Source: an optimization exercise on an open RTL-to-GDS flow (aim: small area, a short achievable clock period and few clock cycles per item). Production flows keep margins and buffers that such runs may drop. RTL that was checked went through simulation tests only; none was proved equivalent to the original. The flow treats the clock pin as an ideal source, which a real chip does not have.

## job 101
## xoodyak_hash_top
module xoodyak_hash_top #(
        parameter int ROUNDS_PER_CYCLE = 1
) (
        input  logic         eph1,
        input  logic         rst,
        input  logic         start,
        input  logic [129:0] cmd,
        output logic         busy,
        output logic         done,
        output logic [127:0] digest
);
        localparam int NUM_GROUPS = xoodoo_pkg::NUM_ROUNDS / ROUNDS_PER_CYCLE;
        localparam int GRP_W      = (NUM_GROUPS > 1) ? $clog2(NUM_GROUPS) : 1;
        logic             hold_state;
        logic             hold_digest;
        logic             use_perm;
        logic             absorb;
        logic             first;
        logic             capture_digest;
        logic [GRP_W-1:0] grp;
        logic             pad_in;
        logic [383:0] state;
        logic [383:0] perm_in;
        logic [383:0] perm_out;
        cyclist_ctrl #(
                .NUM_GROUPS (NUM_GROUPS),
                .GRP_W      (GRP_W)
        ) u_ctrl (
                .eph1           (eph1),
                .rst            (rst),
                .start          (start),
                .op             (cmd[129:128]),
                .use_perm       (use_perm),
  ...
Size: about 32000 sq um of cells after synthesis.
clock: 10.0 ns
lec_check: 0
cap_margin: 20
core_margin: 2
core_utilization: 28
cts_cluster_size: 20
place_density: 0.5
slew_margin: 20
synth_hierarchical: 1
synth_minimum_keep_size: 0
standard.sh (not shown) runs the stock make flow with config.mk's settings and CLKGATE_MAP_FILE= SYNTH_SCRIPT=/design/flow/synth_recipe.tcl, a recipe that flattens the netlist after the stock synthesis.
==> flow/flow/run.sh <==
#!/bin/bash
set -o pipefail
bash standard.sh SETUP_SLACK_MARGIN=7.0 "BUFFER_PORTS_ARGS=-buffer_cell sky130_fd_sc_hd__buf_1" finish > flow_make.log 2>&1
Testbench counts of job 101, summed over its fixed seeds: cycles 37,489, blocks 2,884.
[inputs] job 102 vs job 101
Settings: changing CTS_CLUSTER_SIZE from 20 to 16; setting CTS_CLUSTER_DIAMETER to 100 for the first time; changing CORE_UTILIZATION from 28 to 40; changing PLACE_DENSITY from 0.5 to 0.6.
==> flow/flow/run.sh <==
#!/bin/bash
set -o pipefail
F=$(pwd)/flow
bash standard.sh SETUP_SLACK_MARGIN=7.0 "BUFFER_PORTS_ARGS=-buffer_cell sky130_fd_sc_hd__buf_1" \
  PRE_CTS_TCL=$F/pre_cts.tcl POST_GLOBAL_ROUTE_TCL=$F/post_grt.tcl finish > flow_make.log 2>&1
==> flow/flow/keep_out_bufs.tcl (new file) <==
# Output port paths cannot reach the repair's setup margin (their delay is
# fixed by the output delay), so keep the repair from upsizing their buffers
# and rebuffering their nets; POST_GLOBAL_ROUTE releases them again.
proc my_out_buffers_dont_touch { flag } {
  set n 0
  foreach bterm [[ord::get_db_block] getBTerms] {
    if {[$bterm getIoType] != "OUTPUT"} { continue }
    set net [$bterm getNet]
    if {$net == "NULL"} { continue }
    foreach iterm [$net getITerms] {
      if {![$iterm isOutputSignal]} { continue }
      set inst [$iterm getInst]
      $inst setDoNotTouch $flag
      incr n
      foreach in_iterm [$inst getITerms] {
        if {[$in_iterm isInputSignal] && [$in_iterm getNet] != "NULL"} {
          [$in_iterm getNet] setDoNotTouch $flag
        }
      }
    }
  }
  puts "bench flow: dont_touch $flag on $n output buffers"
}
==> flow/flow/post_grt.tcl (new file) <==
source [file join [file dirname [info script]] keep_out_bufs.tcl]
my_out_buffers_dont_touch 0
==> flow/flow/pre_cts.tcl (new file) <==
source [file join [file dirname [info script]] keep_out_bufs.tcl]
my_out_buffers_dont_touch 1
==> run notes <==
On logic depth of the worst setup path including buffers, job 101 tracks job 102 almost exactly.
Net count reported at finish ended up about 2.5% lower on job 102 than on job 101.
Comparing job 102 and job 101, the higher share of cells above drive strength 1 is on job 101.
--- input diff job 102..job 103 ---
Settings: changing CORE_UTILIZATION from 40 to 28; changing PLACE_DENSITY from 0.6 to 0.5.
Results
- Reported for job 103 and job 102, CTS sink count turned out identical to the last digit.
- On first-iteration DRC count: between job 103 and job 102, it ends up lower for job 103.
- Job 102 → job 103: wire length picked up an extra 8.3%; maximum fanout encountered on the critical timing path down 1.

Another version of the RTL of xoodyak_hash_top (not shown whole).
Size in the first run: about 3,100 cells after synthesis, roughly 520 flip-flops, roughly 260 I/O pins.
## xoodyak_hash_top
module xoodyak_hash_top #(
        parameter int ROUNDS_PER_CYCLE = 1
) (
        input  logic         eph1,
        input  logic         rst,
        input  logic         start,
        input  logic [129:0] cmd,
        output logic         busy,
        output logic         done,
        output logic [127:0] digest
);
        localparam int NUM_GROUPS = xoodoo_pkg::NUM_ROUNDS / ROUNDS_PER_CYCLE;
        localparam int GRP_W      = (NUM_GROUPS > 1) ? $clog2(NUM_GROUPS) : 1;
        logic             zero;
        logic             use_perm;
        logic             absorb;
        logic             first;
        logic             capture_digest;
        logic [GRP_W-1:0] grp;
        logic             pad_in;
        logic [383:0] state;
        logic [383:0] perm_in;
        logic [383:0] perm_out;
        cyclist_ctrl #(
                .NUM_GROUPS (NUM_GROUPS),
                .GRP_W      (GRP_W)
        ) u_ctrl (
                .eph1           (eph1),
                .rst            (rst),
                .start          (start),
                .op             (cmd[129:128]),
  ...
==> flow/config.mk <==
export PLATFORM = sky130hd
export DESIGN_NAME = xoodyak_hash_top
export DESIGN_NICKNAME = xoodyak_hash_top
export VERILOG_FILES = /design/flow/design.v
export SDC_FILE = /design/flow/constraint.sdc
export NUM_CORES = 4
export LEC_CHECK = 0
export CAP_MARGIN = 20
export CORE_MARGIN = 2
export CORE_UTILIZATION = 55
export PLACE_DENSITY = 0.65
export SLEW_MARGIN = 20
export SYNTH_HIERARCHICAL = 1
export SYNTH_MINIMUM_KEEP_SIZE = 0
==> flow/constraint.sdc <==
create_clock -name core_clock -period 10.0 [get_ports {eph1}]
set_input_delay 2.0000 -clock core_clock [delete_from_list [all_inputs] [get_ports {eph1}]]
set_output_delay 2.0000 -clock core_clock [all_outputs]
set_load 0.01 [all_outputs]
==> flow/flow/run.sh <==
#!/bin/bash
set -o pipefail
bash standard.sh SETUP_SLACK_MARGIN=6.8 "BUFFER_PORTS_ARGS=-buffer_cell sky130_fd_sc_hd__buf_1" finish > flow_make.log 2>&1
==> next run, changes <==
- CORE_UTILIZATION: 55 -> 28
- CTS_CLUSTER_SIZE: unset -> 20
- PLACE_DENSITY: 0.65 -> 0.5
Fmax came out higher by 1.5%.
Critical path depth is unchanged.
Core utilization came out lower by 30 points.
Area after synthesis stays the same.
Worst setup slack is better by 0.048 ns.
Cell count came out higher by 19%.
Wire length came out higher by about 6.6%.
Final area came out higher by 3.6%.
Die area came out higher by about 90%.
==> next run, changes <==
==> flow/flow/run.sh (replaced) <==
#!/bin/bash
set -o pipefail
bash standard.sh SETUP_SLACK_MARGIN=6.5 "BUFFER_PORTS_ARGS=-buffer_cell sky130_fd_sc_hd__buf_1" finish > flow_make.log 2>&1
Utilization came out lower by 0.46 points.
Cell count barely changes.
Maximum frequency is lower by 7.5%.
Die area does not change.
Hold slack improves by 0.0030 ns.
Register-to-register slack is worse by 0.27 ns.
Function was not checked in any run of this note: the RTL went through the layout flow alone.

main:
xoodyak_hash_top, a different RTL version from the one above (not shown whole).
Size in the first run: ~3,000 cells after synthesis, about 530 flip-flops, about 260 I/O pins, about 32,000 um2 of cells after synthesis.
export LEC_CHECK = 0
export CAP_MARGIN = 20
export CORE_MARGIN = 2
export CORE_UTILIZATION = 28
export CTS_CLUSTER_DIAMETER = 100
export CTS_CLUSTER_SIZE = 16
export PLACE_DENSITY = 0.5
export SLEW_MARGIN = 20
export SYNTH_HIERARCHICAL = 1
export SYNTH_MINIMUM_KEEP_SIZE = 0
create_clock -name core_clock -period 10.0 [get_ports {eph1}]
==> flow/flow/run.sh <==
#!/bin/bash
set -o pipefail
F=$(pwd)/flow
bash standard.sh SETUP_SLACK_MARGIN=7.0 "BUFFER_PORTS_ARGS=-buffer_cell sky130_fd_sc_hd__buf_1" \
  PRE_CTS_TCL=$F/pre_cts.tcl POST_GLOBAL_ROUTE_TCL=$F/post_grt.tcl finish > flow_make.log 2>&1
==> flow/flow/keep_out_bufs.tcl <==
# Output port paths cannot reach the repair's setup margin (their delay is
# fixed by the output delay), so keep the repair from upsizing their buffers
# and rebuffering their nets; POST_GLOBAL_ROUTE releases them again.
proc my_out_buffers_dont_touch { flag } {
  set n 0
  foreach bterm [[ord::get_db_block] getBTerms] {
    if {[$bterm getIoType] != "OUTPUT"} { continue }
    set net [$bterm getNet]
    if {$net == "NULL"} { continue }
    foreach iterm [$net getITerms] {
      if {![$iterm isOutputSignal]} { continue }
      set inst [$iterm getInst]
      $inst setDoNotTouch $flag
      incr n
      foreach in_iterm [$inst getITerms] {
        if {[$in_iterm isInputSignal] && [$in_iterm getNet] != "NULL"} {
          [$in_iterm getNet] setDoNotTouch $flag
        }
      }
    }
  }
  puts "bench flow: dont_touch $flag on $n output buffers"
}
==> flow/flow/post_grt.tcl <==
source [file join [file dirname [info script]] keep_out_bufs.tcl]
my_out_buffers_dont_touch 0
==> flow/flow/pre_cts.tcl <==
source [file join [file dirname [info script]] keep_out_bufs.tcl]
my_out_buffers_dont_touch 1
main was carried through to the last stage, and its layout satisfied the timing, DRC and antenna checks.
Input-level comparison between the feature branch and main:
- changing CTS_CLUSTER_SIZE from 16 to 20
- removing CTS_CLUSTER_DIAMETER (formerly 100)
[summary]
- The feature branch: full flow OK, the timing, DRC and antenna checks passed
- Lower layout-stage area growth over the synthesis result among main and the feature branch: main
- Total wire length after detailed routing improves in the feature branch relative to main.
- On worst setup slack, main and the feature branch are neck and neck.
- Relative to main, the final cell area reported for the feature branch is higher.
- Total number of nets in the final design grows slightly when moving from main to the feature branch.
- When the feature branch is set beside main, its number of filler cells placed in the layout turns out to be 0.41% smaller.
- On hold slack, main and the feature branch are basically level.
- In the feature branch the global routing usage summed across all routing layers turned out 0.23 points lower than in main.
- The feature branch vs main on core utilization: the feature branch is the higher one.
- The feature branch -> main: fmax flat
No functional check of the RTL was part of any run of this note.

-- port drivers added, routing unchanged --
In the flow no input, the clock included, has a driving cell. The finished layouts below were timed again as built, in two steps. Step 1: set_driving_cell puts a clkbuf_16 on eph1 and a buf_2 on each other input, an assumption about the parent block. Step 2 moves the port delays by t, midway between the first and last clock arrival at a register: inputs arrive t later, outputs are due t later. That takes back most of the time a late clock gives input paths. a / b / c = ideal ports / drivers / drivers and shift; a / b = the first two.
run	t, ns	setup slack, ns	worst setup path at the end	worst register clock-pin slew, ns	cell pins on the clock port's net
job 101	0.706	6.857 / 6.818 / 6.450	input to register	0.07 / 0.07	1
job 102	0.654	6.839 / 6.776 / 6.406	input to register	0.09 / 0.09	1
job 103	0.697	6.808 / 6.736 / 6.390	input to register	0.09 / 0.09	1
the first run of note 2	0.700	6.672 / 6.672 / 6.147	input to register	0.07 / 0.07	1
the second run of note 2	0.706	6.720 / 6.720 / 6.197	input to register	0.07 / 0.07	1
the third run of note 2	0.702	6.453 / 6.453 / 6.035	input to register	0.07 / 0.07	1
main	0.709	6.796 / 6.718 / 6.299	input to register	0.09 / 0.09	1
the feature branch	0.716	6.795 / 6.718 / 6.231	input to register	0.07 / 0.07	1
After both steps setup and hold are still met in every run listed. The setup slack of the feature branch, which loses most, moves by -0.077 ns with the drivers and by -0.564 ns with both steps.
